Source: an optimization exercise on an open RTL-to-GDS flow (aim: small area, a short achievable clock period and few clock cycles per item). Production flows keep margins and buffers that such runs may drop.
In this exercise RTL edits were held to simulation tests only and were not proved equivalent to the original.

==> 03-16: inputs <==
## fullcon_seq_mac
module fullcon_seq_mac #(
   parameter int DEPTH_IN     = 12,
   parameter int N_OUT        = 4,
   parameter int LANES        = 12,
   parameter int WIDTH_DATA   = 16,
   parameter int WIDTH_KERNEL = 8,
   parameter int RELU_EN      = 0
) (
   input  logic                                   clk,
   input  logic                                   rst,
   input  logic                                   in_valid,
   output logic                                   in_ready,
   input  logic [WIDTH_DATA*DEPTH_IN-1:0]         data_in,
   input  logic [WIDTH_KERNEL*DEPTH_IN*N_OUT-1:0] kernel_in,
   input  logic [(WIDTH_DATA+WIDTH_KERNEL+$clog2(DEPTH_IN)+1)*N_OUT-1:0] bias_in,
   output logic                                   out_valid,
   input  logic                                   out_ready,
   output logic [WIDTH_DATA+WIDTH_KERNEL+$clog2(DEPTH_IN):0] data_o,
   output logic [((N_OUT > 1) ? $clog2(N_OUT) : 1)-1:0] out_idx,
   output logic                                   out_last
);
clock: 12.0 ns
lec_check: 0
cap_margin: 20
core_margin: 2
core_utilization: 40
slew_margin: 20
standard.sh (not shown) runs the stock make flow with config.mk's settings and CLKGATE_MAP_FILE= SYNTH_SCRIPT=/design/flow/synth_recipe.tcl, a recipe that flattens the netlist after the stock synthesis.
==> flow/flow/run.sh <==
#!/bin/bash
set -euo pipefail
export BUFFER_PORTS_ARGS="-buffer_cell sky130_fd_sc_hd__buf_1"
bash standard.sh finish > standard.log 2>&1
==> inputs of 06-28, as changes to 03-16 <==
--- a/flow/design.v
+++ b/flow/design.v
@@ -30,83 +30,93 @@
    logic                   vld_q;       
    logic [1:0]             n_q;         
    logic [S:0]             pv_q;        
    logic [QD-1:0][WA-1:0]  q_q;         
    logic [QD-1:0]          qt_q;        
    logic [QD-1:0]          ot_q;        
    logic                   ov_q;        
+   logic                   ovn_q;       
+   logic [QD-1:0]          qt;          
    logic [1:0]             oi_q;        
+   logic                   last_q;      
    logic issue, accept, last_n, pop, push;
    logic issue_q, in_ready_q;           
+   logic ld_n_q;                        
    logic vld_nx, room_nopop, room_pop, room_d, last_nx;
    logic [QD-1:0] ot_nopop, ot_pop, qt_nopop, qt_pop;
    assign last_n   = (n_q == 2'd3);
    assign issue    = issue_q;
    assign in_ready = in_ready_q;
    assign accept   = in_valid && in_ready;
-   assign pop      = ov_q && out_ready;
+   assign pop      = !ovn_q && out_ready;
+   assign qt       = {qt_q[QD-1:1], !ovn_q};
    assign pv_q[0]  = issue;
    assign push     = pv_q[S];
    assign vld_nx     = vld_q && !(issue && last_n);              
    assign last_nx    = ((n_q + 2'(issue)) == 2'd3);
    assign room_nopop = issue ? !ot_q[QD-2] : !ot_q[QD-1];        
    assign room_pop   = issue ? !ot_q[QD-1] : 1'b1;               
    assign room_d     = pop ? room_pop : room_nopop;
    assign ot_nopop   = issue ? {ot_q[QD-2:0], 1'b1} : ot_q;
    assign ot_pop     = issue ? ot_q : {1'b0, ot_q[QD-1:1]};
-   assign qt_nopop   = push ? {qt_q[QD-2:0], 1'b1} : qt_q;
-   assign qt_pop     = push ? qt_q : {1'b0, qt_q[QD-1:1]};
+   assign qt_nopop   = push ? {qt[QD-2:0], 1'b1} : qt;
+   assign qt_pop     = push ? qt : {1'b0, qt[QD-1:1]};
    always_ff @(posedge clk) begin
       if (rst) begin
          vld_q      <= 1'b0;
          n_q        <= 2'd0;
          issue_q    <= 1'b0;
          in_ready_q <= 1'b1;
+         ld_n_q     <= 1'b0;
          ot_q       <= '0;
       end else begin
          ot_q <= pop ? ot_pop : ot_nopop;
          if (accept) begin
             vld_q      <= 1'b1;
             n_q        <= 2'd0;
             issue_q    <= room_d;
             in_ready_q <= 1'b0;
+            ld_n_q     <= 1'b1;
          end else begin
             vld_q      <= vld_nx;
             n_q        <= n_q + 2'(issue);
             issue_q    <= vld_nx && room_d;
             in_ready_q <= !vld_nx || (last_nx && room_d);
+            ld_n_q     <= !(!vld_nx || (last_nx && room_d));
          end
       end
    end
    logic [11:0][7:0] hd_w;      
    logic [11:0][3:0] hd_one, hd_two, hd_neg;
-   assign hd_w = accept ? kernel_in[95:0] : kern_q[1];
+   logic ld;
+   assign ld   = !ld_n_q;
+   assign hd_w = ld ? kernel_in[95:0] : kern_q[1];
    always_comb begin
       for (int i = 0; i < 12; i++) begin
          for (int k = 0; k < 4; k++) begin
             logic w2, w1, w0;
             w2 = hd_w[i][2*k+1];
             w1 = hd_w[i][2*k];
             w0 = (k == 0) ? 1'b0 : hd_w[i][2*k-1];
             hd_one[i][k] = w1 ^ w0;
             hd_two[i][k] = (w2 & ~w1 & ~w0) | (~w2 & w1 & w0);
             hd_neg[i][k] = w2;
          end
       end
    end
    always_ff @(posedge clk) begin
-      if (accept) data_q <= data_in;
+      if (ld) data_q <= data_in;
    end
    always_ff @(posedge clk) begin
-      if (accept || issue) begin
+      if (ld || issue) begin
          hd_one_q <= hd_one;
          hd_two_q <= hd_two;
          hd_neg_q <= hd_neg;
       end
-      if (accept) begin
+      if (ld) begin
          kern_q <= kernel_in[383:96];
          bias_q <= bias_in;
       end else if (issue) begin
          kern_q[1] <= kern_q[2];
          kern_q[2] <= kern_q[3];
          for (int n = 0; n < 3; n++) bias_q[n] <= bias_q[n+1];
       end
@@ -5759,16 +5769,16 @@
    always_ff @(posedge clk) begin
       if (rst) pv_q[S:1] <= '0;
       else     pv_q[S:1] <= pv_q[S-1:0];
    end
    logic [QD-1:0] wr_nopop, wr_pop;
    always_comb begin
       for (int e = 0; e < QD; e++) begin
-         wr_nopop[e] = push && ((e == 0) ? !qt_q[0] : (qt_q[e-1] && !qt_q[e]));
-         wr_pop[e]   = push && ((e == QD - 1) ? 1'b0 : (qt_q[e] && !qt_q[e+1]));
+         wr_nopop[e] = push && ((e == 0) ? !qt[0] : (qt[e-1] && !qt[e]));
+         wr_pop[e]   = push && ((e == QD - 1) ? 1'b0 : (qt[e] && !qt[e+1]));
       end
    end
    always_ff @(posedge clk) begin
       for (int e = 0; e < QD; e++) begin
          if (pop) begin
             if (e == QD - 1 || wr_pop[e]) q_q[e] <= result;
             else q_q[e] <= q_q[(e == QD - 1) ? e : e + 1];
@@ -5777,19 +5787,25 @@
          end
       end
    end
    always_ff @(posedge clk) begin
       if (rst) begin
          qt_q <= '0;
          ov_q <= 1'b0;
+         ovn_q <= 1'b1;
          oi_q <= 2'd0;
+         last_q <= 1'b0;
       end else begin
          qt_q <= pop ? qt_pop : qt_nopop;
          ov_q <= pop ? qt_pop[0] : qt_nopop[0];
-         if (pop) oi_q <= oi_q + 2'd1;
+         ovn_q <= !(pop ? qt_pop[0] : qt_nopop[0]);
+         if (pop) begin
+            oi_q   <= oi_q + 2'd1;
+            last_q <= (oi_q == 2'd2);
+         end
       end
    end
    assign out_valid = ov_q;
    assign data_o    = ((RELU_EN != 0) && q_q[0][WA-1]) ? '0 : q_q[0];
    assign out_idx   = oi_q;
-   assign out_last  = (oi_q == 2'd3);
+   assign out_last  = last_q;
 endmodule
CAP_MARGIN = 40   (was 20)
SLEW_MARGIN = 65   (was 20)
==> qor.yml <==
layout:
  nets: 8481
  seq_share_pct: 37.0
logic_synthesis:
  synthXorXnorAreaFrac_pct: 10.1
  synth_area_um2: 76800
  synthAdderAreaFrac_pct: 22.0
worst_hold_path:
  min_to: "cs1_q[16]"
global_route:
  grt_pass1_wl_mm: 368
worst_setup_path:
  rr_worst_depth: 13
outcome:
  status: "complete, no violations"
Source of the figures above: 06-28

==> qor.yml <==
route:
  top_layer_used: "met5"
layout:
  nets: 8910
  n_all_inverters: 816
  n_all_buffers: 785
  layout.cells.non_filler: 9987
  seq_share_pct: 38.0
global_route:
  grt_pass1_wl_mm: 377
outcome:
  status: "complete, no violations"
logic_synthesis:
  synthAdderAreaFrac_pct: 22.1
  synthXorXnorAreaFrac_pct: 10.0
  synth_area_um2: 76900
worst_setup_path:
  crit_chain: "buf_1, nand2_4, inv_8, buf_12, buf_4, mux2i_1, nor2_1, nand2_1, o21ai_0"
  cp_max_fo: 159
  rr_worst_depth: 7
sta:
  worst_slack_ns: 7.03
  post-route-period-util_pct: 41.4
worst_hold_path:
  min_to: "c2629"
Source of the figures above: 03-16

Testbench counts of 03-16, summed over its fixed seeds: cycles 1,568, items 1,536.
Testbench counts of 06-28, summed over its fixed seeds: cycles 1,568, items 1,536.

[static timing again, ports no longer ideal]
How much do the figures lean on ideal ports? The routed layouts below were timed once more, with nothing changed but the port constraints. Step 1 assumes that a clkbuf_16 drives the clock port and a buf_2 every other input. Step 2 moves the port delays by t, midway between the first and last clock arrival at a register: inputs arrive t later, outputs are due t later. That takes back most of the time a late clock gives input paths. Slacks: ideal ports / drivers / drivers and shift; pairs: ideal ports / drivers.
| run | t, ns | setup slack, ns | latest minus earliest clock arrival (ns) | worst data-port slew with drivers (ns) | pins driven straight from the clock port |
|---|---|---|---|---|---|
| 03-16 | 0.905 | 7.026 / 7.105 / 6.200 | 0.065 / 0.065 | 0.19 | 1 |
| 06-28 | 0.891 | 7.964 / 7.964 / 7.799 | 0.068 / 0.067 | 0.13 | 1 |
After both steps every run listed still meets setup and hold. The setup slack of 03-16, which loses most, moves by +0.079 ns with the drivers and by -0.826 ns with both steps.
